What follows belongs to an exercise in optimizing a design on an open flow for small area, a short achievable clock period and few clock cycles per item; a production flow would make more cautious choices. The RTL was checked by simulation tests, not by an equivalence proof against the original design.

job 1706:
## stride_prefetch_predictor
module stride_prefetch_predictor
(
    input  logic                                 clk,
    input  logic                                 rst_n,
    input  logic                                 cfg_we,
    input  logic [spp_pkg::CFG_ADDR_BITS-1:0]    cfg_addr,
    input  logic [spp_pkg::CFG_DATA_BITS-1:0]    cfg_wdata,
    input  logic                                 s_tvalid,
    output logic                                 s_tready,
    input  logic [spp_pkg::S_TDATA_BITS-1:0]     s_tdata,
    input  logic                                 s_tuser,
    output logic                                 m_tvalid,
    input  logic                                 m_tready,
    output logic [spp_pkg::M_TDATA_BITS-1:0]     m_tdata,
    output logic                                 m_tuser
);
Size in the first run: ~290 I/O pins.
clock: 10.0 ns
lec_check: 0
abc_area: 1
cap_margin: 3
core_margin: 2
core_utilization: 60
setup_slack_margin: 4.5
slew_margin: 3
run.sh (not shown) runs the stock make flow with config.mk's settings and CLKGATE_MAP_FILE= SYNTH_SCRIPT=/design/flow/synth_recipe.tcl, a recipe that flattens the netlist after the stock synthesis.
Testbench counts of job 1706, summed over its fixed seeds: cycles 3,224, items 3,200.
For job 9802, these inputs were changed with respect to job 1706:
Settings: ABC_AREA: 1 -> unset; CAP_MARGIN: 3 -> 20; SLEW_MARGIN: 3 -> 20.
## What came out
Between job 9802 and job 1706, the final weighted congestion in routability-driven placement is lower for job 9802. Cmp job 9802 and job 1706 / clock buffer instance count of the final layout / higher: job 1706. Delta(final cycle utilization of the critical path, job 9802 - job 1706) > 0. For the multiplexer fraction of the synthesized cell area, job 9802 came in 4.9 points higher than job 1706 did. Of job 9802 and job 1706, job 1706 shows the higher instance count after placement with tap cells included, with job 9802 below it.

== red ==
stride_prefetch_predictor again, from the RTL that the note above started with.
==> flow/design.v (excerpt) <==
module stride_prefetch_predictor
(
    input  logic                                 clk,
    input  logic                                 rst_n,
    input  logic                                 cfg_we,
    input  logic [spp_pkg::CFG_ADDR_BITS-1:0]    cfg_addr,
    input  logic [spp_pkg::CFG_DATA_BITS-1:0]    cfg_wdata,
    input  logic                                 s_tvalid,
    output logic                                 s_tready,
    input  logic [spp_pkg::S_TDATA_BITS-1:0]     s_tdata,
    input  logic                                 s_tuser,
    output logic                                 m_tvalid,
    input  logic                                 m_tready,
    output logic [spp_pkg::M_TDATA_BITS-1:0]     m_tdata,
    output logic                                 m_tuser
);
    localparam int QB = spp_pkg::QUOT_BITS;
    logic [15:0] budget_reg;
    logic [3:0]  conf_threshold_reg;
    logic [3:0]  conf_limit_reg;
    logic [3:0]  depth_limit_reg;
    logic          s1_valid;
    logic          s1_kind;
    logic [51:0]   s1_page;
    logic          s1_update;
    logic [31:0]   s1_e;
    logic          s1_clamp;
    logic          seen_reg;
    logic [47:0]   last_time_reg;
    logic          s2_valid;
    logic          s2_kind;
  ...
Settings: LEC_CHECK=0, ABC_AREA=1, CAP_MARGIN=10, CORE_MARGIN=2, CORE_UTILIZATION=60, SETUP_SLACK_MARGIN=4.5, SLEW_MARGIN=10; clock period 10.0 ns.
Testbench counts of red, summed over its fixed seeds: cycles 3,224, items 3,200.
Inputs modified between red and orange:
Settings: CAP_MARGIN now 20, was 10; SETUP_SLACK_MARGIN now 5.0, was 4.5; SLEW_MARGIN now 20, was 10.
Findings:
- red leaves less setup margin than orange.
- orange vs. red: routed wire length went up by about 0.6%, global-route wire length before repair went up by about 1.9%, non-clock buffer count went up by 6.3%, detailed-routing iteration count for the pre-antenna-repair pass went up by 2, fmax went up by about 6%.
- As far as total number of vias is concerned, red and orange perform about the same.
- Delay of the slowest cell on the worst path essentially unchanged between orange and red.
- Between red and orange, the clock buffer count is higher for orange.
- Compared with red, orange shows fraction of met2 tracks used by global routing higher by 0.62 points.

== job 101 ==
stride_prefetch_predictor, a different RTL version from the one above (not shown whole).
For scale: about 5900 cells after synthesis, about 470 flip-flops, ~290 I/O pins, about 0.041 mm2 of cells after synthesis.
export LEC_CHECK = 0
export ABC_AREA = 1
export CAP_MARGIN = 20
export CORE_MARGIN = 2
export CORE_UTILIZATION = 40
export SETUP_SLACK_MARGIN = 4.0
export SLEW_MARGIN = 20
create_clock -name core_clock -period 10.0 [get_ports {clk}]
Job 101 finished end to end and its layout was clean on timing, DRC and antenna.
Testbench counts of job 101, summed over its fixed seeds: cycles 3,224, items 3,200.
#### Input delta (job 102 over job 101)
- removing SETUP_SLACK_MARGIN (formerly 4.0)
Findings:
NOTE: worst-skew pair later-pin latency in job 102 exceeds that of job 101. Relative to job 101, number of gates resized after CTS has decreased by 65 in job 102. Summary of job 102 over job 101: via total after detailed routing fell 202; final-stage net count lower.

build 3:
stride_prefetch_predictor, a different RTL version from the one above (not shown whole).
Size in the first run: roughly 470 flip-flops, about 0.041 mm2 of cells after synthesis.
Settings: LEC_CHECK=0, ABC_AREA=1, CAP_MARGIN=20, CORE_MARGIN=2, CORE_UTILIZATION=50, SETUP_SLACK_MARGIN=5.0, SLEW_MARGIN=20; clock period 10.0 ns.
standard.sh (not shown) runs the stock make flow with config.mk's settings and CLKGATE_MAP_FILE= SYNTH_SCRIPT=/design/flow/synth_recipe.tcl, a recipe that flattens the netlist after the stock synthesis.
==> flow/flow/run.sh <==
#!/bin/bash
# The standard layout, with the port buffers made of plain buffers
# (sky130_fd_sc_hd__buf_2) instead of the cell buffer_ports picks on its own.
# The full output of the flow goes to standard.log in this folder.
set -e
export BUFFER_PORTS_ARGS="-buffer_cell sky130_fd_sc_hd__buf_2"
bash standard.sh > standard.log 2>&1
Build 3 finished every stage and its layout cleared the timing, design-rule and antenna checks.
Testbench counts of build 3, summed over its fixed seeds: cycles 3,224, items 3,200.
Setup changes, build 3 to build 26
==> flow/run.sh (new file) <==
#!/bin/bash
# synth_recipe.tcl (not shown) runs the flow's synth.tcl, then flattens the netlist and writes it again
# the make line also repeats each setting of config.mk as NAME=value (left out here)
make -C /OpenROAD-flow-scripts/flow DESIGN_CONFIG=/design/flow/config.mk WORK_HOME=/design/flow/orfs CLKGATE_MAP_FILE= SYNTH_SCRIPT=/design/flow/synth_recipe.tcl finish
removed: flow/flow/run.sh
removed: flow/standard.sh
==> comparison <==
Summary of build 26 over build 3: core occupancy in the finished layout now sits higher; maximum cell stage delay along the critical path fell by 0.08 ns; final period utilization increased by 0.36 points relative to the old numbers; number of nets in the layout neither gained nor lost much; number of gates resized after CTS up 23.
diff inputs: build 26 => build 58
==> flow/flow/run.sh (new file) <==
#!/bin/bash
# The standard layout, with the port buffers made of plain buffers
# (sky130_fd_sc_hd__buf_1) instead of the cell buffer_ports picks on its own.
# The full output of the flow goes to standard.log in this folder.
set -e
export BUFFER_PORTS_ARGS="-buffer_cell sky130_fd_sc_hd__buf_1"
bash standard.sh > standard.log 2>&1
==> flow/standard.sh (new file) <==
#!/bin/bash
# synth_recipe.tcl (not shown) runs the flow's synth.tcl, then flattens the netlist and writes it again
# the make line also repeats each setting of config.mk as NAME=value (left out here)
make -C /OpenROAD-flow-scripts/flow DESIGN_CONFIG=/design/flow/config.mk WORK_HOME=/design/flow/orfs CLKGATE_MAP_FILE= SYNTH_SCRIPT=/design/flow/synth_recipe.tcl "${@:-finish}"
removed: flow/run.sh
Build 58 ended with every stage complete and zero timing, DRC or antenna violations.
Taking build 26 as the reference, in build 58 number of setup buffers added after CTS climbed 1, clock period minus final worst setup slack fell 0.11 ns, total number of multi-input combinational cells stayed essentially flat, effective utilization at floorplan shows no meaningful change.
Looking at number of buffers inserted during clock tree synthesis across build 58 and build 26, the one that comes out higher is build 26.
When build 58 is measured against build 26, its total routing usage reported by global routing turns out 0.35 points lower.
Setup changes, build 58 to build 29
- swapping 50 for 60 in CORE_UTILIZATION
==> flow/run.sh (new file) <==
#!/bin/bash
# synth_recipe.tcl (not shown) runs the flow's synth.tcl, then flattens the netlist and writes it again
# the make line also repeats each setting of config.mk as NAME=value (left out here)
make -C /OpenROAD-flow-scripts/flow DESIGN_CONFIG=/design/flow/config.mk WORK_HOME=/design/flow/orfs CLKGATE_MAP_FILE= SYNTH_SCRIPT=/design/flow/synth_recipe.tcl finish
removed: flow/flow/run.sh
removed: flow/standard.sh
### Flow results
Changes observed in build 29 relative to build 58: die area lower; final instance area higher; wire length lower.

static timing again, ports no longer ideal:
The results above use ideal ports. As a check the final layouts listed here were re-extracted and re-timed, cells and wires unchanged. Step 1 assumes that a clkbuf_16 drives the clock port and a buf_2 every other input. Step 2, shift: input delay + t, output delay - t, t = (earliest + latest rising clock arrival at the registers) / 2. This alone moves slack from input paths to output paths. Three values: ideal ports, drivers, drivers and shift; two values: the first two.
run | t, ns | slack for setup (ns) | worst setup path at the end | clock arrival spread, ns
job 1706 | 0.684 | 4.526 / 4.526 / 4.145 | input to register | 0.044 / 0.045
job 9802 | 0.690 | 3.405 / 3.405 / 3.405 | register to register | 0.059 / 0.059
red | 0.684 | 4.526 / 4.526 / 4.145 | input to register | 0.044 / 0.045
orange | 0.669 | 4.851 / 4.851 / 4.510 | input to register | 0.065 / 0.066
job 101 | 0.725 | 3.558 / 3.558 / 3.558 | register to register | 0.049 / 0.050
job 102 | 0.725 | 1.994 / 1.994 / 1.994 | register to register | 0.078 / 0.079
build 3 | 0.700 | 4.990 / 4.990 / 4.515 | input to register | 0.029 / 0.029
build 26 | 0.698 | 4.954 / 4.954 / 4.460 | input to register | 0.026 / 0.027
build 58 | 0.699 | 5.061 / 5.061 / 4.542 | input to register | 0.043 / 0.043
build 29 | 0.704 | 4.940 / 4.940 / 4.466 | input to register | 0.028 / 0.028
After both steps setup and hold are still met in every run listed. The setup slack of build 58, which loses most, moves by 0.000 ns with the drivers and by -0.519 ns with both steps.
